Source: an optimization exercise on an open RTL-to-GDS flow (aim: small area, a short achievable clock period and few clock cycles per item). Production flows keep margins and buffers that such runs may drop. The RTL was checked by simulation tests, not by an equivalence proof against the original design. No activity file was given, so power comes from the tool's default toggle rates.

## flow/design.v (module list and top-level ports; edited modules follow where they fit)
// module cov_sq_acc: 320 lines
// module cov_mac: 373 lines
// module covariance_accumulator: 146 lines
module covariance_accumulator
#(
   parameter int DATA_W = 16,
   parameter int LOG2_N = 2
) (
   input  logic              clk,
   input  logic              rst,
   input  logic              start,
   input  logic              in_valid,
   output logic              in_ready,
   input  logic [DATA_W-1:0] x_in,
   input  logic [DATA_W-1:0] y_in,
   output logic              bram_ena,
   output logic              bram_wea,
   output logic [1:0]        bram_addra,
   output logic [31:0]       bram_dina,
   output logic              busy,
   output logic              done
);
  // ...
==> flow/flow/run.sh <==
#!/bin/bash
# The standard layout, except that synthesis leaves the adder trees to ABC
# instead of mapping them onto full-adder cells (ADDER_MAP_FILE empty), and
# timing repair aims at a tighter period than the design's clock. The clock,
# constraints, registers and the rest of the flow are the standard ones.
set -euo pipefail
bash standard.sh ADDER_MAP_FILE= SETUP_SLACK_MARGIN=5.65 finish > flow_make.log 2>&1
==> flow/standard.sh <==
#!/bin/bash
# synth_recipe.tcl (not shown) runs the flow's synth.tcl, then flattens the netlist and writes it again
# the make line also repeats each setting of config.mk as NAME=value (left out here)
make -C /OpenROAD-flow-scripts/flow DESIGN_CONFIG=/design/flow/config.mk WORK_HOME=/design/flow/orfs CLKGATE_MAP_FILE= SYNTH_SCRIPT=/design/flow/synth_recipe.tcl "${@:-finish}"
==> flow/config.mk <==
export PLATFORM = sky130hd
export DESIGN_NAME = covariance_accumulator
export DESIGN_NICKNAME = covariance_accumulator
export VERILOG_FILES = /design/flow/design.v
export SDC_FILE = /design/flow/constraint.sdc
export NUM_CORES = 4
export LEC_CHECK = 0
export CAP_MARGIN = 20
export CORE_MARGIN = 2
export CORE_UTILIZATION = 40
export SETUP_SLACK_MARGIN = 5
export SLEW_MARGIN = 20
==> flow/constraint.sdc <==
create_clock -name core_clock -period 8.5 [get_ports {clk}]
set_input_delay 1.7000 -clock core_clock [delete_from_list [all_inputs] [get_ports {clk}]]
set_output_delay 1.7000 -clock core_clock [all_outputs]
set_load 0.01 [all_outputs]
==> run notes, run 1 <==
* Routed wire length at 86800 microns
* Int Pwr at 7.25 mW
* Hold_ws at 0.468 ns
* Reg2reg end: dina_q[31]$_DFF_P_
* Worst path arrival time at 3.90 ns
* Die area at approximately 0.068 sq mm
* Mux cell area share after synthesis at 0.156%
* Clk buf depth at 3
* Slew Limit Headroom at 46.3%
* Routed Antenna Nets at 0
* Post-Syn Nets at 3380
* Worst reg2reg path startpoint: syy_q$_DFF_P_
* Num rows at 94
* Storage element area at about 0.0061 sq mm
* Max_cap viols at 0
* Min-delay src: xx_c[0]$_DFF_P_
* Inverter count at 61
* Ant. Diodes at 0
* Worst-path clk slew at 0.07 ns
* Tot Pwr at 12.9 mW
* Prevailing post-synth register cell: dfxtp_1
* Class of the worst hold path: flip-flop to flip-flop
* # hold bufs at CTS at 0
* Final-layout clock-cell area share at 3.86%
* Vias in the first global route at 22000
* Crit path required time at 8.98 ns
* Post-synth EDFFs at 0
* Commonest cells in the netlist: xnor2_1, nand2_1, dfxtp_1, maj3_1, xor2_1
* CP delay by family, top: compound AO/OA/AOI/OAI gates
* Commonest non-fill, non-tap cell in the layout: xnor2_1
* Status: no timing/DRC/antenna violations
Testbench counts, summed over its fixed seeds: cycles 5,128, windows 512.
==> run 2, diff against run 1 <==
--- a/flow/config.mk
+++ b/flow/config.mk
@@ -5,8 +5,10 @@
 export SDC_FILE = /design/flow/constraint.sdc
 export NUM_CORES = 4
 export LEC_CHECK = 0
+export ABC_AREA = 1
 export CAP_MARGIN = 20
 export CORE_MARGIN = 2
 export CORE_UTILIZATION = 40
 export SETUP_SLACK_MARGIN = 5
 export SLEW_MARGIN = 20
+export TNS_END_PERCENT = 0
==> run 2 against run 1 <==
  * Synthesized cell count up 65%
  * Total power down 6.6%
  * Die area up 14%
  * Worst hold slack worse by 0.050 ns
  * Still clean on timing, DRC and antenna
  * Largest cell class unchanged
  * Routed wire length up 21%
  * Sequential share of layout area down 0.41 points
  * Critical path type is now flip-flop to output port
  * Clock skew down 0.00066 ns
  * Sequential power down 7%
  * Global-route usage up 2.9 points
  * Utilization down 6.0 points
  * Via count up 38%
==> run notes, run 2 <==
* Status: no timing/DRC/antenna violations (unchanged)
* Max_cap viols at 0 (unchanged)
* Gpl congestion at 0.922 (was 0.853)
* Final setup violation count at 0 (unchanged)
* Critical path's slowest cell: clkdlybuf4s50_1 (was a222oi_1)
* Hold_ws at 0.418 ns (was 0.468 ns)
* Initial core utilization at 40.4% (was 40.3%)
* WL per Instance at 16.1 microns (was 19.8 microns)
* Distinct cells, synth at 54 (was 64)
* Die W at 279 microns (was 261 microns)
* Die area at 0.0776 sq mm (was 0.0682 sq mm)
* Synth area leaders: nand2_1, dfxtp_1, xor2_1 (was xnor2_1, dfxtp_1, maj3_1)
* Port Buf Inserts at 74 (unchanged)
* Routed wire length at 105000 microns (was 86800 microns)
* Clk buf depth at 3 (unchanged)
* CP Launch Type: flip-flop (unchanged)
* Synthesis-to-finish area growth at 8.79% (was 24.0%)
* Initial antenna violation count at 1 (was 2)
* Crit. End Element: output port (was flip-flop)
* Slew Limit Headroom at 31.2% (was 46.3%)
* Syn. warnings at 1 (unchanged)
* TritonCTS Sinks at 294 (unchanged)
* Async S/R FF share, synth at 3.74% (unchanged)
* First-pass GRT wire length at 162000 microns (was 126000 microns)
* Worst path max stage delay at 0.52 ns (was 0.55 ns)
* Synth Register Bits at 294 (unchanged)
* Largest registers: xy_c x34, xy_s x34 (unchanged)
* Top cell type's share of synthesized area at 31.2% (was 25.5%)
* Prevailing post-synth register cell: dfxtp_1 (unchanged)
* Share of layout cells above drive strength 1 at 3.79% (was 16.8%)
* Total grt overflow at 0 (unchanged)
* Final Max Slew Viols at 0 (unchanged)
* Count leader, synth: nand2_1 (was xnor2_1)
* Insertion delay to the later sink of the worst-skew pair at 0.60 ns (was 0.58 ns)
* Final Hold Violating Endpoints at 0 (unchanged)
* Vias in the first global route at 30000 (was 22000)
* Pwr dens at 367 mW/mm^2 (was 392 mW/mm^2)
* Static leakage at 18.2 nW (was 11.6 nW)
* FF-to-FF path depth at 12 (was 13)
* Register area share after synthesis at 19.7% (was 22.5%)
* Post-route cell area at 0.0328 sq mm (about the same)
* Commonest non-fill, non-tap cell in the layout: nand2_1 (was xnor2_1)
* Period minus WS final at 3.10 ns (was 3.42 ns)
* FILL cells at 8167 (was 6105)
* Worst-path clk slew at 0.06 ns (was 0.07 ns)
* Num rows at 100 (was 94)
* Mux cell area share after synthesis at 0% (was 0.156%)
* Xor/xnor share of the synthesized area at 12.4% (was 34.1%)
* Global-route total usage across every layer at 26.5% (was 23.5%)
* Ant. Diodes at 0 (unchanged)
* Root Driver: clkbuf_16 (unchanged)
* F_max at 323 MHz (was 292 MHz)
* Drt initial violations at 2653 (was 2441)
* First drt pass iteration count at 6 (was 9)
* Skew final at 0.0322 ns (was 0.0328 ns)
* Commonest cells in the netlist: nand2_1, inv_1, nand3_1, nor2_1, xor2_1 (was xnor2_1, nand2_1, dfxtp_1, maj3_1, xor2_1)
* Drt drc at 0 (unchanged)
* CP delay by family, top: buffers and inverters (was compound AO/OA/AOI/OAI gates)
* Complex-gate fraction of the synthesized area at 8.79% (was 14.1%)
* Worst path arrival time at 1.40 ns (was 3.90 ns)
* Vias at 33200 (was 24100)
* Core ar. at 0.0746 sq mm (was 0.0656 sq mm)
* Post-synth EDFFs at 0 (unchanged)
* CP Buf/Inv Count at 1 (was 2)
* Post-Syn Nets at 5554 (was 3380)
* Worst hold stages at 2 (was 1)
* Crit-path cells: clkdlybuf4s50_1 (was buf_6 > buf_16 > a222oi_1 > nor2_1 > nand4_1 > o2111ai_2 > nor4bb_4 > a21oi_4 > a31oi_4 > o311ai_4 > o2bb2ai_4 > a41oi_1 > mux2i_1)
* HPWL after DPL at 76000 microns (was 51000 microns)
* Fin nets at 5540 (was 3528)
* Kind of critical path: flip-flop to output port (was flip-flop to flip-flop)
* Adder-cell share of the synthesized area at 0.0664% (was 9.66%)
* Setup WS pre-CTS at 4.80 ns (was 4.26 ns)
* Mapped cell area at 0.0302 sq mm (was 0.0265 sq mm)
* Placed Instance Area at 0.0314 sq mm (was 0.0278 sq mm)
* Largest net degree at the start of global routing at 91 (was 69)
* Gate Count Post-Synth at 5518 (was 3344)
* Top cell type by total area after synthesis: nand2_1 (was xnor2_1)
* CTS tree: done (unchanged)
* TNS Setup at 0 ns (unchanged)
* Unrepaired setup endpoints after global routing: true (unchanged)
* Maximum vdd ir drop at 150 uV (was 153 uV)
* Crit path required time at 6.80 ns (was 8.98 ns)
* Most frequent cells in the layout: nand2_1, inv_1, nand3_1, nor2_1, xor2_1 (was xnor2_1, nand2_1, xor2_1, dfxtp_1, maj3_1)
* # H-tree levels at 2 (unchanged)
* Die span in y at 279 microns (was 261 microns)
* I/O pin count at 75 (unchanged)
* Class of the worst hold path: flip-flop to flip-flop (unchanged)
* Crit-path max FO at 1 (was 17)
* Routed vias/inst at 5.10 (was 5.51)
* Simple-gate area share of the yosys netlist at 47.8% (was 15.6%)
* Final worst path period share at 36.4% (was 40.3%)
* Number of buffers created by CTS at 39 (was 36)
* Crit. path cell count at 1 (was 13)
* Mean Syn Cell Area at 5.46 sq um (was 7.91 sq um)
* Combinational family with the most area after synthesis: simple AND/OR/NAND/NOR gates (was XOR/XNOR gates)
* Final Worst Setup Slack at 5.40 ns (was 5.08 ns)
* Worst-Margin Slew at 1.03 ns (was 0.805 ns)
* Routed Antenna Nets at 0 (unchanged)
## run 2: timing repair
item / CTS / global route
gates resized for setup: 43 / 23
buffers inserted: 0 / 1
setup endpoints to repair: 161 / 171
hold buffers: 0 / 0
## run 2: layer usage
metal,up-vias,global-route usage (%),share of wire (%)
li1,17100,-,-
met1,14800,35.6,45
met2,1108,43.5,44
met3,184,3.49,7.6
met4,0,8.92,3.2
met5,-,0,0
## run 2: tightest hold or removal path: cells and delay by family, from the launching register on
family                 cells  cell delay, ns
buffers and inverters      1            0.04
flip-flops                 1            0.31
AND/OR/NAND/NOR            1            0.03
## run 2: power breakdown
group          total, mW  internal [mW]  switching (mW)
clock               1.79           1.05           0.744
combinational       7.67           2.68            4.99
sequential          2.56           2.05           0.515
## run 2: metrics by stage
step                      cells  power, mW  util (%)
final                      6504       12.0      44.0
after global routing       6504       13.3      44.0
after CTS                  6503       12.0      43.9
after detailed placement   6431       10.2      42.1
after global placement     6431       10.1      42.1
after floorplan            5518       8.37         -
## run 2: cell type report
cell class / count / area, sq um / area share [%]
Sequential cell: 294 / 5960 / 18.2
Clock buffer: 48 / 1050 / 3.20
Inverter: 626 / 2370 / 7.24
Multi-Input combinational cell: 4429 / 20800 / 63.5
Timing Repair Buffer: 114 / 1060 / 3.25
Clock inverter: 24 / 317 / 0.965
Tap cell: 969 / 1210 / 3.70
## run 2: path summary, 6_finish.rpt
kind / from / end / slack [ns]
setup / recovery: dina_q[25]$_DFF_P_ / bram_dina[25] / 5.40
hold / removal: yy_c[0]$_DFF_P_ / yy_s[0]$_DFF_P_ / 0.42
setup reg to reg: neg_q[6]$_DFF_P_ / yy_c[21]$_DFF_P_ / 5.62
hold reg to reg: yy_c[0]$_DFF_P_ / yy_s[0]$_DFF_P_ / 0.42
max in group asynchronous: rst / rdy_q$_DFF_PP0_ / 6.78
min in group asynchronous: rst / ph_q[1]$_DFFE_PP0P_ / 1.42
## run 2: logic make-up after synthesis
family	count (synthesis)
simple gates	3537
buf+inv	795
compound gates	466
xor+xnor	424
flops	294
fa+ha+maj	2
==> run 3, diff against run 2 <==
--- a/flow/config.mk
+++ b/flow/config.mk
@@ -8,7 +8,6 @@
 export ABC_AREA = 1
 export CAP_MARGIN = 20
 export CORE_MARGIN = 2
-export CORE_UTILIZATION = 40
+export CORE_UTILIZATION = 50
 export SETUP_SLACK_MARGIN = 5
 export SLEW_MARGIN = 20
-export TNS_END_PERCENT = 0
==> run 3 against run 2 <==
  * Still clean on timing, DRC and antenna
  * Sequential cell count is the same
  * Clock power grew 3%
  * Sequential share of layout area shrank 0.12 points
  * First-iteration DRC count grew 2.8%
  * Fmax grew 9.8%
  * Setup slack gained 0.28 ns
  * Routed wire length grew 3.2%
  * Via count grew 0.56%
  * Clock skew shrank 0.0087 ns
  * Cell count shrank 2.4%
  * Critical path type unchanged
==> run notes, run 3 <==
* Crit. End Element: output port (unchanged)
* Initial core utilization at 50.2% (was 40.4%)
* Final Worst Setup Slack at 5.68 ns (was 5.40 ns)
* Fin nets at 5572 (was 5540)
* Int Pwr at 5.92 mW (was 5.77 mW)
* CP Buf/Inv Count at 1 (unchanged)
* Most frequent cells in the layout: nand2_1, inv_1, nand3_1, nor2_1, xor2_1 (unchanged)
* Syn. warnings at 1 (unchanged)
* Crit path required time at 6.80 ns (about the same)
* Port Buf Inserts at 74 (unchanged)
* Worst path arrival time at 1.12 ns (was 1.40 ns)
* Post-Syn Nets at 5554 (unchanged)
* Final Hold Violating Endpoints at 0 (unchanged)
* Drt drc at 0 (unchanged)
* Crit-path max FO at 1 (unchanged)
* CP delay by family, top: flip-flops (was buffers and inverters)
* Synth area leaders: nand2_1, dfxtp_1, xor2_1 (unchanged)
* CP Launch Type: flip-flop (unchanged)
* Number of buffers created by CTS at 40 (was 39)
* Tot Pwr at 12.3 mW (was 12.0 mW)
* F_max at 355 MHz (was 323 MHz)
* Finished Core Util at 55.2% (was 44.0%)
* Count leader, synth: nand2_1 (unchanged)
* Static leakage at 18.4 nW (was 18.2 nW)
* Routed vias/inst at 5.26 (was 5.10)
* WL per Instance at 17.0 microns (was 16.1 microns)
* First-pass GRT wire length at 165000 microns (was 162000 microns)
* Synth Register Bits at 294 (unchanged)
* Kind of critical path: flip-flop to output port (unchanged)
* Initial antenna violation count at 2 (was 1)
* Final Max Slew Viols at 0 (unchanged)
* Net Sw Power at 6.33 mW (was 6.25 mW)
* Die W at 250 microns (was 279 microns)
* Ant. Diodes at 0 (unchanged)
* Share of layout cells above drive strength 1 at 5.51% (was 3.79%)
* Die area at 0.0623 sq mm (was 0.0776 sq mm)
* Power share of the sequential group at 20.8% (was 21.3%)
* Combinational fraction of design power at 64.1% (was 63.8%)
* Crit-path cells: clkdlybuf4s15_1 (was clkdlybuf4s50_1)
* Insertion delay to the later sink of the worst-skew pair at 0.60 ns (about the same)
* Critical path's slowest cell: dfxtp_1 (was clkdlybuf4s50_1)
* Mean Syn Cell Area at 5.46 sq um (unchanged)
* Clock power share at 15.1% (was 14.9%)
* Top cell type by total area after synthesis: nand2_1 (unchanged)
* Mapped cell area at 0.0302 sq mm (unchanged)
* Sw frac at 51.7% (was 52.0%)
* Commonest cells in the netlist: nand2_1, inv_1, nand3_1, nor2_1, xor2_1 (unchanged)
* Largest net degree at the start of global routing at 97 (was 91)
* Max_cap viols at 0 (unchanged)
* Register area share after synthesis at 19.7% (unchanged)
* First drt pass iteration count at 8 (was 6)
* Clk buf depth at 3 (unchanged)
* Class of the worst hold path: flip-flop to flip-flop (unchanged)
* Slew Limit Headroom at 54.9% (was 31.2%)
* Die span in y at 250 microns (was 279 microns)
* Setup WS pre-CTS at 4.98 ns (was 4.80 ns)
* Period minus WS final at 2.82 ns (was 3.10 ns)
* Async S/R FF share, synth at 3.74% (unchanged)
* Vias at 33400 (was 33200)
* CTS tree: done (unchanged)
* Vias in the first global route at 30000 (about the same)
* Prevailing post-synth register cell: dfxtp_1 (unchanged)
* Total grt overflow at 0 (unchanged)
* Skew final at 0.0234 ns (was 0.0322 ns)
* Distinct cells, synth at 54 (unchanged)
* Largest registers: xy_c x34, xy_s x34 (unchanged)
* Gate Count Post-Synth at 5518 (unchanged)
* Maximum vdd ir drop at 228 uV (was 150 uV)
* Routed Antenna Nets at 0 (unchanged)
* Post-synth EDFFs at 0 (unchanged)
* Worst-path clk slew at 0.06 ns (about the same)
* # H-tree levels at 2 (unchanged)
* Gpl congestion at 0.958 (was 0.922)
* Commonest non-fill, non-tap cell in the layout: nand2_1 (unchanged)
* Synthesis-to-finish area growth at 9.86% (was 8.79%)
* Drt initial violations at 2726 (was 2653)
* Pwr dens at 370 mW/mm^2 (was 367 mW/mm^2)
* TritonCTS Sinks at 294 (unchanged)
* Top cell type's share of synthesized area at 31.2% (unchanged)
* Final setup violation count at 0 (unchanged)
* TNS Setup at 0 ns (unchanged)
* Unrepaired setup endpoints after global routing: false (was true)
* Root Driver: clkbuf_16 (unchanged)
* Core ar. at 0.0600 sq mm (was 0.0746 sq mm)
* Worst path max stage delay at 0.30 ns (was 0.52 ns)
* Routed wire length at 108000 microns (was 105000 microns)
* I/O pin count at 75 (unchanged)
* Global-route total usage across every layer at 33.8% (was 26.5%)
* Status: no timing/DRC/antenna violations (unchanged)
* HPWL after DPL at 77600 microns (was 76000 microns)
* Final worst path period share at 33.2% (was 36.4%)
* Num rows at 90 (was 100)
* Worst-Margin Slew at 0.671 ns (was 1.03 ns)
-- run 3: cell counts after synthesis --
Identical to the previous run, type by type.
-- run 3: per-stage QoR --
stage / cells / instance area (sq um) / hold slack [ns]
after floorplan: 5518 / 30200 / 0.403
after global placement: 6249 / 31200 / 0.407
after detailed placement: 6249 / 31200 / 0.416
after CTS: 6329 / 32700 / 0.422
after global routing: 6350 / 33100 / 0.451
final: 6350 / 33100 / 0.418
-- run 3: power groups by stage --
stage	combinational, mW	clock, mW	sequential [mW]
6_report	7.85	1.85	2.55
4_1_cts	7.66	1.88	2.54
3_5_place_dp	7.61	0	2.57
5_1_grt	8.92	1.93	2.60
3_3_place_gp	7.53	0	2.58
2_1_floorplan	6.01	0	2.36
-- run 3: logic make-up (layout without fill, tap and decap cells) --
group / Yosys count / count (layout) / synth area share, %
compound gates: 466 / 466 / 8.79
xor+xnor: 424 / 424 / 12.4
fa+ha+maj: 2 / 2 / 0.0664
buf+inv: 795 / 845 / 11.2
flops: 294 / 294 / 19.7
simple gates: 3537 / 3537 / 47.8
-- run 3: area by class of cell --
cell class / count / area [sq um]
Multi-Input combinational cell: 4429 / 20900
Clock buffer: 49 / 1100
Timing Repair Buffer: 144 / 1420
Fill cell: 6302 / 26900
Sequential cell: 294 / 5980
Clock inverter: 25 / 335
Tap cell: 782 / 978
Timing Repair inverter: 1 / 11.3
Inverter: 626 / 2440
-- run 3: final timing paths --
| path | endpoint | start | depth (start not counted) | slack, ns |
|---|---|---|---|---|
| worst max register to register | yy_c[21]$_DFF_P_ | neg_q[6]$_DFF_P_ | 12 | 5.77 |
| worst max-delay path | bram_dina[0] | dina_q[0]$_DFF_P_ | 1 | 5.68 |
| min in group asynchronous | done_q$_DFF_PP0_ | rst | 2 | 1.40 |
| worst min-delay path | yy_s[0]$_DFF_P_ | yy_c[0]$_DFF_P_ | 2 | 0.42 |
| worst min register to register | yy_s[0]$_DFF_P_ | yy_c[0]$_DFF_P_ | 2 | 0.42 |
| max in group asynchronous | ph_q[1]$_DFFE_PP0P_ | rst | 2 | 6.81 |
-- run 3: what timing repair did --
item	4_1_cts	5_1_grt
buffers inserted	6	18
cloned	0	3
endpoints found under the setup margin	204	127
resized for setup	132	100
hold buffers	0	0
-- run 3: routing by layer --
| layer | routed length, microns | track usage [%] | up-vias |
|---|---|---|---|
| met4 | 3720 | 11.4 | 4 |
| met1 | 47400 | 45.2 | 14800 |
| li1 | - | - | 17200 |
| met5 | 27 | 0 | - |
| met3 | 9340 | 5.12 | 205 |
| met2 | 47500 | 55.4 | 1180 |
==> run 4, diff against run 3 <==
--- a/flow/config.mk
+++ b/flow/config.mk
@@ -6,8 +6,8 @@
 export NUM_CORES = 4
 export LEC_CHECK = 0
 export ABC_AREA = 1
-export CAP_MARGIN = 20
+export CAP_MARGIN = 5
 export CORE_MARGIN = 2
-export CORE_UTILIZATION = 50
+export CORE_UTILIZATION = 40
 export SETUP_SLACK_MARGIN = 5
-export SLEW_MARGIN = 20
+export SLEW_MARGIN = 5
==> run 4 against run 3 <==
  * Critical endpoint is now bram_dina[24]
  * Clock skew grew 0.0086 ns
  * Largest cell class unchanged
  * Synthesized area unchanged
  * Count of clock-buffer cells in the layout fell by 1
  * Clock power shrank 3%
  * Still clean
  * Utilization decreased by 11 points
  * Sequential power barely moved
  * Via count unchanged
  * Total power is 0.78% lower
  * Combinational power fell by 0.8%
  * Synthesized cell count stayed put
==> run notes, run 4 <==
* Core ar. at 0.0746 sq mm (was 0.0600 sq mm)
* # hold bufs at CTS at 0 (unchanged)
* Final worst path period share at 33.1% (was 33.2%)
* Final setup violation count at 0 (unchanged)
* Final Hold Violating Endpoints at 0 (unchanged)
* Initial core utilization at 40.4% (was 50.2%)
* CTS tree: done (unchanged)
* Kind of critical path: flip-flop to output port (unchanged)
* Placed Instance Area at 0.0314 sq mm (was 0.0312 sq mm)
* FF-to-FF path depth at 12 (unchanged)
* Hold EP: yy_s[0]$_DFF_P_ (unchanged)
* Initial antenna violation count at 0 (was 2)
* Die span in y at 279 microns (was 250 microns)
* Die W at 279 microns (was 250 microns)
* TNS Setup at 0 ns (unchanged)
* Routed Antenna Nets at 0 (unchanged)
* FILL cells at 8136 (was 6302)
* Reg2reg end: dina_q[28]$_DFF_P_ (was yy_c[21]$_DFF_P_)
* Class of the worst hold path: flip-flop to flip-flop (unchanged)
* Total grt overflow at 0 (unchanged)
* Multi-input logic area at 0.0209 sq mm (unchanged)
* Worst-Margin Slew at 0.607 ns (was 0.671 ns)
* Worst hold stages at 2 (unchanged)
* Period minus WS final at 2.81 ns (was 2.82 ns)
* Worst path max stage delay at 0.31 ns (was 0.30 ns)
* Distinct cells, synth at 54 (unchanged)
* Status: no timing/DRC/antenna violations (unchanged)
* Worst reg2reg path startpoint: sxy_q$_DFF_P_ (was neg_q[6]$_DFF_P_)
* Routed vias/inst at 5.12 (was 5.26)
* Commonest cells in the netlist: nand2_1, inv_1, nand3_1, nor2_1, xor2_1 (unchanged)
* Fin nets at 5562 (was 5572)
* Critical path's slowest cell: dfxtp_1 (unchanged)
* Synth area leaders: nand2_1, dfxtp_1, xor2_1 (unchanged)
* Storage element area at 0.00598 sq mm (unchanged)
* Unrepaired setup endpoints after global routing: true (was false)
* HPWL after DPL at 76000 microns (was 77600 microns)
* Skew final at 0.0320 ns (was 0.0234 ns)
* Synthesis-to-finish area growth at 10.2% (was 9.86%)
* Top cell type by total area after synthesis: nand2_1 (unchanged)
* CP Launch Type: flip-flop (unchanged)
* Async S/R FF share, synth at 3.74% (unchanged)
* Worst-path clk slew at 0.06 ns (about the same)
* Maximum vdd ir drop at 149 uV (was 228 uV)
* Die area at 0.0776 sq mm (was 0.0623 sq mm)
* Vias at 33400 (unchanged)
* R2R setup slack at 5.77 ns (about the same)
* Clk buf depth at 3 (unchanged)
* Mapped cell area at 0.0302 sq mm (unchanged)
* Insertion delay to the later sink of the worst-skew pair at 0.61 ns (was 0.60 ns)
* Crit. path cell count at 1 (unchanged)
* Drt drc at 0 (unchanged)
* Worst path arrival time at 1.11 ns (was 1.12 ns)
* Drt initial violations at 2603 (was 2726)
* Static leakage at 18.3 nW (was 18.4 nW)
* Post-Syn Nets at 5554 (unchanged)
* Gate Count Post-Synth at 5518 (unchanged)
* Top cell type's share of synthesized area at 31.2% (unchanged)
* Share of layout cells above drive strength 1 at 5.24% (was 5.51%)
* Max_cap viols at 0 (unchanged)
* Mean Syn Cell Area at 5.46 sq um (unchanged)
* Final Max Slew Viols at 0 (unchanged)
* Gpl congestion at 0.922 (was 0.958)
* Min-delay src: yy_c[0]$_DFF_P_ (unchanged)
* Number of buffers created by CTS at 39 (was 40)
* TritonCTS Sinks at 294 (unchanged)
* Vias in the first global route at 30100 (was 30000)
* # H-tree levels at 2 (unchanged)
* Prevailing post-synth register cell: dfxtp_1 (unchanged)
* Global-route total usage across every layer at 26.5% (was 33.8%)
* Count leader, synth: nand2_1 (unchanged)
* Port Buf Inserts at 74 (unchanged)
* First drt pass iteration count at 8 (unchanged)
* Pwr dens at 366 mW/mm^2 (was 370 mW/mm^2)
* First-pass GRT wire length at 162000 microns (was 165000 microns)
* Crit. End Element: output port (unchanged)
* Crit-path max FO at 1 (unchanged)
* Most frequent cells in the layout: nand2_1, inv_1, nand3_1, nor2_1, xor2_1 (unchanged)
* Ant. Diodes at 0 (unchanged)
* Root Driver: clkbuf_16 (unchanged)
* Slew Limit Headroom at 59.2% (was 54.9%)
* WL per Instance at 16.4 microns (was 17.0 microns)
* Crit path required time at 6.80 ns (about the same)
* Syn. warnings at 1 (unchanged)
* I/O pin count at 75 (unchanged)
* Num rows at 100 (was 90)
* Crit-path cells: clkdlybuf4s15_1 (unchanged)
* Largest registers: xy_c x34, xy_s x34 (unchanged)
* Largest net degree at the start of global routing at 91 (was 97)
* F_max at 355 MHz (about the same)
* Commonest non-fill, non-tap cell in the layout: nand2_1 (unchanged)
* Post-route cell area at 0.0332 sq mm (was 0.0331 sq mm)
* Synth Register Bits at 294 (unchanged)
* Routed wire length at 107000 microns (was 108000 microns)
* CP delay by family, top: flip-flops (unchanged)
* Register area share after synthesis at 19.7% (unchanged)
* Post-synth EDFFs at 0 (unchanged)
* CP Buf/Inv Count at 1 (unchanged)
-- run 4: area by class of cell --
cell class / instances / area share, %
timing repair inverter: 1 / 0.0339
clock buffer: 48 / 3.16
tap: 969 / 3.65
inverter: 626 / 7.28
timing repair buffer: 135 / 4.19
sequential: 294 / 18.0
multi-input combinational: 4429 / 62.7
clock inverter: 24 / 0.952
-- run 4: per-layer routing --
layer | routed length, microns | global-route usage [%] | vias to the layer above
met5 | 0 | 0 | -
met4 | 3630 | 8.84 | 0
met3 | 8740 | 3.61 | 205
met2 | 46500 | 43.5 | 1113
met1 | 48000 | 35.6 | 14900
li1 | - | - | 17200
-- run 4: worst max-delay path by stage --
stage,endpoint,start,slack [ns]
global route,bram_ena,ena_q$_DFFE_PP0P_,5.65
CTS,bram_dina[29],dina_q[29]$_DFF_P_,5.65
detailed placement,yy_c[17]$_DFF_P_,first_q$_DFF_P_,4.80
floorplan,one_q[7]$_DFF_P_,in_valid,5.77
global placement,yy_c[17]$_DFF_P_,first_q$_DFF_P_,4.84
finish,bram_dina[24],dina_q[24]$_DFF_P_,5.69
-- run 4: what timing repair did --
item,4_1_cts,5_1_grt
endpoints found under the setup margin,161,105
hold endpoints to repair,0,0
resized for setup,144,89
gates cloned,0,4
buffers inserted,5,14
pin swaps,0,0
-- run 4: report_power, final --
group / total, mW / internal [mW] / switching (mW)
clock network: 1.80 / 1.05 / 0.747
logic: 7.79 / 2.75 / 5.04
registers: 2.57 / 2.05 / 0.521
total: 12.2 / 5.85 / 6.31
-- run 4: per-stage QoR --
stage	utilization [%]	std cells	total power, mW	hold WS [ns]	setup slack (ns)
2_1_floorplan	-	5518	8.37	0.403	5.77
3_3_place_gp	42.1	6431	10.1	0.407	4.84
3_5_place_dp	42.1	6431	10.2	0.411	4.80
4_1_cts	44.0	6508	12.0	0.419	5.65
5_1_grt	44.6	6526	13.4	0.440	5.65
6_report	44.6	6526	12.2	0.419	5.69
-- run 4: logic make-up (layout without fill, tap and decap cells) --
logic type,count (synthesis),after routing,share of synthesized area (%)
fa+ha+maj,2,2,0.0664
compound gates,466,466,8.79
flops,294,294,19.7
buf+inv,795,834,11.2
simple gates,3537,3537,47.8
xor+xnor,424,424,12.4
==> module covariance_accumulator, before the edit <==
module covariance_accumulator
#(
   parameter int DATA_W = 16,
   parameter int LOG2_N = 2
) (
   input  logic              clk,
   input  logic              rst,
   input  logic              start,
   input  logic              in_valid,
   output logic              in_ready,
   input  logic [DATA_W-1:0] x_in,
   input  logic [DATA_W-1:0] y_in,
   output logic              bram_ena,
   output logic              bram_wea,
   output logic [1:0]        bram_addra,
   output logic [31:0]       bram_dina,
   output logic              busy,
   output logic              done
);
   localparam int ACC_W = pca_pkg::ACC_W;
   localparam int SQ_W  = ACC_W - 1;      
   logic       rdy_q, busy_q, ena_q, done_q;
   logic [1:0] cnt_q;                     
   logic [2:0] ph_q;                      
   logic [1:0] addr_q;
   logic [15:0]     xq, yq;               
   logic [7:0]      one_q, two_q, neg_q;  
   logic            first_q;              
   logic [SQ_W-1:0] xx_s, xx_c, yy_s, yy_c;
   logic [ACC_W-1:0] xy_s, xy_c;
   logic [SQ_W-1:0] xx_s_d, xx_c_d, yy_s_d, yy_c_d;
   logic [ACC_W-1:0] xy_s_d, xy_c_d;
   logic [31:0]     dina_q;
   logic            sxx_q, syy_q, sxy_q;  
   logic        accept;
   logic [15:0] xg, yg;
   logic [16:0] ye;
   logic [7:0]  one_d, two_d, neg_d;
   assign accept = in_valid & rdy_q;
   assign xg     = x_in & {16{accept}};
   assign yg     = y_in & {16{accept}};
   assign ye     = {yg, 1'b0};
   always_comb begin
      for (int k = 0; k < 8; k++) begin
         one_d[k] = ye[2*k+1] ^ ye[2*k];
         two_d[k] = (ye[2*k+2] & ~ye[2*k+1] & ~ye[2*k]) |
                    (~ye[2*k+2] & ye[2*k+1] & ye[2*k]);
         neg_d[k] = ye[2*k+2];
      end
   end
   always_ff @(posedge clk) begin
      xq      <= xg;
      yq      <= yg;
      one_q   <= one_d;
      two_q   <= two_d;
      neg_q   <= neg_d;
      first_q <= accept & (cnt_q == 2'd0);
   end
   cov_sq_acc u_xx (
      .x     (xq),
      .acc_s (xx_s & {SQ_W{~first_q}}),
      .acc_c (xx_c & {SQ_W{~first_q}}),
      .sum_s (xx_s_d),
      .sum_c (xx_c_d)
   );
   cov_mac u_xy (
      .x     (xq),
      .one   (one_q),
      .two   (two_q),
      .neg   (neg_q),
      .acc_s (xy_s & {ACC_W{~first_q}}),
      .acc_c (xy_c & {ACC_W{~first_q}}),
      .sum_s (xy_s_d),
      .sum_c (xy_c_d)
   );
   cov_sq_acc u_yy (
      .x     (yq),
      .acc_s (yy_s & {SQ_W{~first_q}}),
      .acc_c (yy_c & {SQ_W{~first_q}}),
      .sum_s (yy_s_d),
      .sum_c (yy_c_d)
   );
   logic [ACC_W-1:0] sel_s, sel_c, sel_sum;
   always_comb begin
      sel_s   = ({1'b0, xx_s} & {ACC_W{sxx_q}}) | ({1'b0, yy_s} & {ACC_W{syy_q}}) |
                (xy_s & {ACC_W{sxy_q}});
      sel_c   = ({1'b0, xx_c} & {ACC_W{sxx_q}}) | ({1'b0, yy_c} & {ACC_W{syy_q}}) |
                (xy_c & {ACC_W{sxy_q}});
      sel_sum = sel_s + sel_c;
      sel_sum[ACC_W-1] = sel_sum[ACC_W-1] & sxy_q;
   end
   always_ff @(posedge clk) begin
      xx_s   <= xx_s_d;
      xx_c   <= xx_c_d;
      xy_s   <= xy_s_d;
      xy_c   <= xy_c_d;
      yy_s   <= yy_s_d;
      yy_c   <= yy_c_d;
      dina_q <= sel_sum[ACC_W-1:2];
      sxx_q  <= (ph_q == 3'd1);
      syy_q  <= (ph_q == 3'd2);
      sxy_q  <= (ph_q == 3'd3) || (ph_q == 3'd4);
   end
   always_ff @(posedge clk or posedge rst) begin
      if (rst) begin
         rdy_q  <= 1'b0;
         busy_q <= 1'b0;
         ena_q  <= 1'b0;
         done_q <= 1'b0;
         cnt_q  <= 2'd0;
         ph_q   <= 3'd0;
         addr_q <= 2'd0;
      end else begin
         if (!busy_q && start) begin
            rdy_q  <= 1'b1;
            busy_q <= 1'b1;
         end
         if (accept) begin
            cnt_q <= cnt_q + 2'd1;
            if (cnt_q == 2'd3) begin
               rdy_q <= 1'b0;
               ph_q  <= 3'd1;
            end
         end
         if (ph_q != 3'd0) ph_q <= (ph_q == 3'd6) ? 3'd0 : ph_q + 3'd1;
         done_q <= (ph_q == 3'd5);
         if (ph_q == 3'd5) busy_q <= 1'b0;
         if (ph_q == 3'd2) ena_q <= 1'b1;
         if (ph_q == 3'd6) ena_q <= 1'b0;
         unique case (ph_q)
            3'd2:    addr_q <= 2'd0;
            3'd3:    addr_q <= 2'd3;
            3'd4:    addr_q <= 2'd1;
            3'd5:    addr_q <= 2'd2;
            default: addr_q <= addr_q;
         endcase
      end
   end
   assign in_ready   = rdy_q;
   assign busy       = busy_q;
   assign done       = done_q;
   assign bram_ena   = ena_q;
   assign bram_wea   = ena_q;
   assign bram_addra = addr_q;
   assign bram_dina  = dina_q;
endmodule
==> run 5, diff against run 4 <==
--- a/flow/design.v
+++ b/flow/design.v
@@ -722,7 +722,6 @@
    logic [2:0] ph_q;                      
    logic [1:0] addr_q;
    logic [15:0]     xq, yq;               
-   logic [7:0]      one_q, two_q, neg_q;  
    logic            first_q;              
    logic [SQ_W-1:0] xx_s, xx_c, yy_s, yy_c;
    logic [ACC_W-1:0] xy_s, xy_c;
@@ -733,11 +732,11 @@
    logic        accept;
    logic [15:0] xg, yg;
    logic [16:0] ye;
-   logic [7:0]  one_d, two_d, neg_d;
+   logic [7:0]  one_d, two_d, neg_d;      
    assign accept = in_valid & rdy_q;
    assign xg     = x_in & {16{accept}};
    assign yg     = y_in & {16{accept}};
-   assign ye     = {yg, 1'b0};
+   assign ye     = {yq, 1'b0};
    always_comb begin
       for (int k = 0; k < 8; k++) begin
          one_d[k] = ye[2*k+1] ^ ye[2*k];
@@ -749,9 +748,6 @@
    always_ff @(posedge clk) begin
       xq      <= xg;
       yq      <= yg;
-      one_q   <= one_d;
-      two_q   <= two_d;
-      neg_q   <= neg_d;
       first_q <= accept & (cnt_q == 2'd0);
    end
    cov_sq_acc u_xx (
@@ -763,9 +759,9 @@
    );
    cov_mac u_xy (
       .x     (xq),
-      .one   (one_q),
-      .two   (two_q),
-      .neg   (neg_q),
+      .one   (one_d),
+      .two   (two_d),
+      .neg   (neg_d),
       .acc_s (xy_s & {ACC_W{~first_q}}),
       .acc_c (xy_c & {ACC_W{~first_q}}),
       .sum_s (xy_s_d),
--- a/flow/config.mk
+++ b/flow/config.mk
@@ -6,8 +6,8 @@
 export NUM_CORES = 4
 export LEC_CHECK = 0
 export ABC_AREA = 1
-export CAP_MARGIN = 5
+export CAP_MARGIN = 20
 export CORE_MARGIN = 2
 export CORE_UTILIZATION = 40
 export SETUP_SLACK_MARGIN = 5
-export SLEW_MARGIN = 5
+export SLEW_MARGIN = 20
==> run 5 against run 4 <==
  * Clock power is 4% lower
  * Synthesized cell count is 3.7% lower
  * Non-clock buffer count is 128 higher
  * Combinational power is 11% higher
  * Largest power group unchanged
  * Setup slack better by 0.0048 ns
  * Synthesized area is 3.0% lower
  * Global-route usage is 1.8 points higher
  * Register-to-register slack worse by 0.06 ns
==> run notes, run 5 <==
* R2R setup slack at 5.71 ns (was 5.77 ns)
* Pwr dens at 361 mW/mm^2 (was 366 mW/mm^2)
* Syn. warnings at 1 (unchanged)
* Worst path arrival time at 1.11 ns (about the same)
* Finished Core Util at 48.7% (was 44.6%)
* Kind of critical path: flip-flop to output port (unchanged)
* Final setup violation count at 0 (unchanged)
* Xor/xnor share of the synthesized area at 14.2% (was 12.4%)
* Drt drc at 0 (unchanged)
* Commonest non-fill, non-tap cell in the layout: nand2_1 (unchanged)
* Gpl congestion at 0.970 (was 0.922)
* Vias in the first global route at 29600 (was 30100)
* Crit-path max FO at 1 (unchanged)
* Largest net degree at the start of global routing at 73 (was 91)
* Total grt overflow at 0 (unchanged)
* # H-tree levels at 2 (unchanged)
* Final Max Slew Viols at 0 (unchanged)
* Worst path max stage delay at 0.30 ns (was 0.31 ns)
* Post-Syn Nets at 5349 (was 5554)
* Post-synth EDFFs at 0 (unchanged)
* Synth Register Bits at 279 (was 294)
* TritonCTS Sinks at 279 (was 294)
* Crit path required time at 6.80 ns (about the same)
* Ant. Diodes at 0 (unchanged)
* Final Hold Violating Endpoints at 0 (unchanged)
* CP Launch Type: flip-flop (unchanged)
* Critical path's slowest cell: dfxtp_1 (unchanged)
* Routed Antenna Nets at 0 (unchanged)
* Die area at 0.0753 sq mm (was 0.0776 sq mm)
* Share of layout cells above drive strength 1 at 11.3% (was 5.24%)
* Routed vias/inst at 5.19 (was 5.12)
* GR Layer Usage met2 at 43.9% (was 43.5%)
* Register area share after synthesis at 19.3% (was 19.7%)
* Class of the worst hold path: flip-flop to flip-flop (unchanged)
* Mapped cell area at 0.0293 sq mm (was 0.0302 sq mm)
* Top cell type by total area after synthesis: nand2_1 (unchanged)
* Worst-path clk slew at 0.06 ns (about the same)
* Adder-cell share of the synthesized area at 0% (was 0.0664%)
* Top cell type's share of synthesized area at 26.9% (was 31.2%)
* CP delay by family, top: flip-flops (unchanged)
* Number of buffers created by CTS at 39 (unchanged)
* Simple-gate area share of the yosys netlist at 43.4% (was 47.8%)
* Static leakage at 18.6 nW (was 18.3 nW)
* Final worst path period share at 33.1% (about the same)
* Worst hold stages at 2 (unchanged)
* Commonest cells in the netlist: nand2_1, inv_1, nand3_1, nor2_1, xor2_1 (unchanged)
* Synth area leaders: nand2_1, dfxtp_1, xor2_1 (unchanged)
* Max_cap viols at 0 (unchanged)
* Distinct cells, synth at 51 (was 54)
* Fin nets at 5494 (was 5562)
* CP Buf/Inv Count at 1 (unchanged)
* Mux cell area share after synthesis at 0% (unchanged)
* Mean Syn Cell Area at 5.51 sq um (was 5.46 sq um)
* M3 GR Usage at 4.62% (was 3.61%)
* Die W at 274 microns (was 279 microns)
* F_max at 356 MHz (was 355 MHz)
* Vias at 33500 (was 33400)
* Status: no timing/DRC/antenna violations (unchanged)
* Combinational family with the most area after synthesis: simple AND/OR/NAND/NOR gates (unchanged)
* Met1 usage at 38.3% (was 35.6%)
* Unrepaired setup endpoints after global routing: true (unchanged)
* Maximum vdd ir drop at 209 uV (was 149 uV)
* Core ar. at 0.0727 sq mm (was 0.0746 sq mm)
* CTS tree: done (unchanged)
* Worst-Margin Slew at 0.655 ns (was 0.607 ns)
* Clk buf depth at 3 (unchanged)
* Async S/R FF share, synth at 3.94% (was 3.74%)
* Global-route total usage across every layer at 28.3% (was 26.5%)
* Worst Setup SP: dina_q[10]$_DFF_P_ (was dina_q[24]$_DFF_P_)
* Initial core utilization at 40.2% (was 40.4%)
* FF-to-FF path depth at 17 (was 12)
* Synthesis-to-finish area growth at 20.9% (was 10.2%)
* Prevailing post-synth register cell: dfxtp_1 (unchanged)
* Count leader, synth: nand2_1 (unchanged)
* Reg2reg end: xy_c[28]$_DFF_P_ (was dina_q[28]$_DFF_P_)
* Die span in y at 274 microns (was 279 microns)
* CP endpoint: bram_dina[10] (was bram_dina[24])
* Num rows at 99 (was 100)
* FILL cells at 7552 (was 8136)
* I/O pin count at 75 (unchanged)
* Slew Limit Headroom at 55.8% (was 59.2%)
* Crit. path cell count at 1 (unchanged)
* WL per Instance at 17.5 microns (was 16.4 microns)
* Gr busiest metal: met2 (unchanged)
* First drt pass iteration count at 6 (was 8)
* Largest registers: xy_c x34, xy_s x34 (unchanged)
* Insertion delay to the later sink of the worst-skew pair at 0.59 ns (was 0.61 ns)
* Root Driver: clkbuf_16 (unchanged)
* Crit. End Element: output port (unchanged)
* Most frequent cells in the layout: nand2_1, inv_1, nor2_1, nand3_1, xor2_1 (was nand2_1, inv_1, nand3_1, nor2_1, xor2_1)
* Period minus WS final at 2.81 ns (about the same)
* Initial antenna violation count at 1 (was 0)
* Port Buf Inserts at 74 (unchanged)
* Routed wire length at 113000 microns (was 107000 microns)
* Worst reg2reg path startpoint: yq[13]$_DFF_P_ (was sxy_q$_DFF_P_)
* Gate Count Post-Synth at 5313 (was 5518)
* Crit-path cells: clkdlybuf4s15_1 (unchanged)
* Drt initial violations at 3312 (was 2603)
* Skew final at 0.0274 ns (was 0.0320 ns)
* Complex-gate fraction of the synthesized area at 11.1% (was 8.79%)
* HPWL after DPL at 78800 microns (was 76000 microns)
* First-pass GRT wire length at 166000 microns (was 162000 microns)
* TNS Setup at 0 ns (unchanged)
run 5: cell count changes in the layout (fill, tap and decap cells not counted), sizes merged, moves of 53 or more:
cell   delta
nand2   -390
buf     +113
inv      +79
nand3    -79
xor2     +58
o21ai    +53
o22ai    +53
run 5: power breakdown:
part | switching (mW) | leakage, nW | total [mW] | internal [mW]
sequential | 0.442 | 2.38 | 2.41 | 1.97
clock | 0.710 | 0.646 | 1.73 | 1.02
combinational | 5.47 | 15.5 | 8.62 | 3.15
total | 6.62 | 18.6 | 12.8 | 6.15
run 5: kinds of logic after synthesis:
family,after synthesis
simple gates,3108
buf+inv,876
compound gates,578
xor+xnor,472
flops,279
run 5: worst min-delay path by stage:
stage                          startpoint               to
final                     yy_c[0]$_DFF_P_  yy_s[0]$_DFF_P_
after global routing      xx_c[0]$_DFF_P_  xx_s[0]$_DFF_P_
after CTS                 yy_c[0]$_DFF_P_  yy_s[0]$_DFF_P_
after detailed placement  xx_c[0]$_DFF_P_  xx_s[0]$_DFF_P_
after global placement    yy_c[0]$_DFF_P_  yy_s[0]$_DFF_P_
after floorplan           xx_c[0]$_DFF_P_  xx_s[0]$_DFF_P_
run 5: worst min-delay path, cell delays in order, from the launching register on:
cell and delay (ns):
dfxtp_1 0.31, inv_1 0.05, nor2_1 0.03
run 5: area by class of cell:
cell class	instances	area [sq um]	area share [%]
Multi-Input combinational cell	4158	21400	60.4
Sequential cell	279	5700	16.1
Inverter	714	2930	8.28
Clock buffer	48	1030	2.91
Clock inverter	21	282	0.796
Tap cell	959	1200	3.39
Timing Repair Buffer	263	2850	8.06
Timing Repair inverter	3	30.0	0.0849
run 5: per-layer routing:
metal | routed length, microns | share of wire, %
met5 | 156 | 0.14
met4 | 6360 | 5.6
met3 | 11600 | 10
met2 | 46300 | 41
met1 | 48300 | 43
run 5: per-stage QoR:
step	hold slack, ns	power, mW	cells	area (sq um)	setup slack, ns
2_1_floorplan	0.403	8.24	5313	29300	6.13
3_3_place_gp	0.410	10.0	6223	30700	4.62
3_5_place_dp	0.416	10.1	6223	30700	4.56
4_1_cts	0.425	12.1	6335	33100	5.60
5_1_grt	0.444	13.9	6445	35400	5.55
6_report	0.425	12.8	6445	35400	5.69
run 5: timing repair:
action                                 4_1_cts  5_1_grt
setup endpoints to repair                  197      119
endpoints found under the hold margin        0        0
hold buffers                                 0        0
setup buffers                               36       99
resized for setup                          267      322
pin swaps                                    5       59
cloned                                       7       11
Testbench counts of run 5, summed over its fixed seeds: cycles 5,128, windows 512.

## afterwards: timing with drivers on the ports
The flow's constraints put no driver on any port. The routed layouts listed below were extracted and timed again, unchanged, in two steps.
Step 1 assumes that a clkbuf_16 drives the clock port and a buf_2 every other input.
Step 2 moves the port delays by t, midway between the first and last clock arrival at a register: inputs arrive t later, outputs are due t later. That takes back most of the time a late clock gives input paths.
a / b / c = ideal ports / drivers / drivers and shift; a / b = the first two.
run | t (ns) | setup WS [ns] | clock arrival spread, ns | worst data-port slew with drivers (ns) | pins driven straight from the clock port
run 1 | 0.618 | 5.077 / 5.077 / 5.077 | 0.033 / 0.034 | 0.03 | 1
run 2 | 0.649 | 5.404 / 5.340 / 5.201 | 0.032 / 0.033 | 0.05 | 1
run 3 | 0.652 | 5.680 / 5.613 / 5.287 | 0.024 / 0.024 | 0.06 | 1
run 4 | 0.653 | 5.686 / 5.622 / 5.280 | 0.032 / 0.032 | 0.05 | 1
run 5 | 0.649 | 5.690 / 5.621 / 5.353 | 0.027 / 0.027 | 0.05 | 1
After both steps every run listed still meets setup and hold. The setup slack of run 4, which loses most, moves by -0.064 ns with the drivers and by -0.406 ns with both steps.
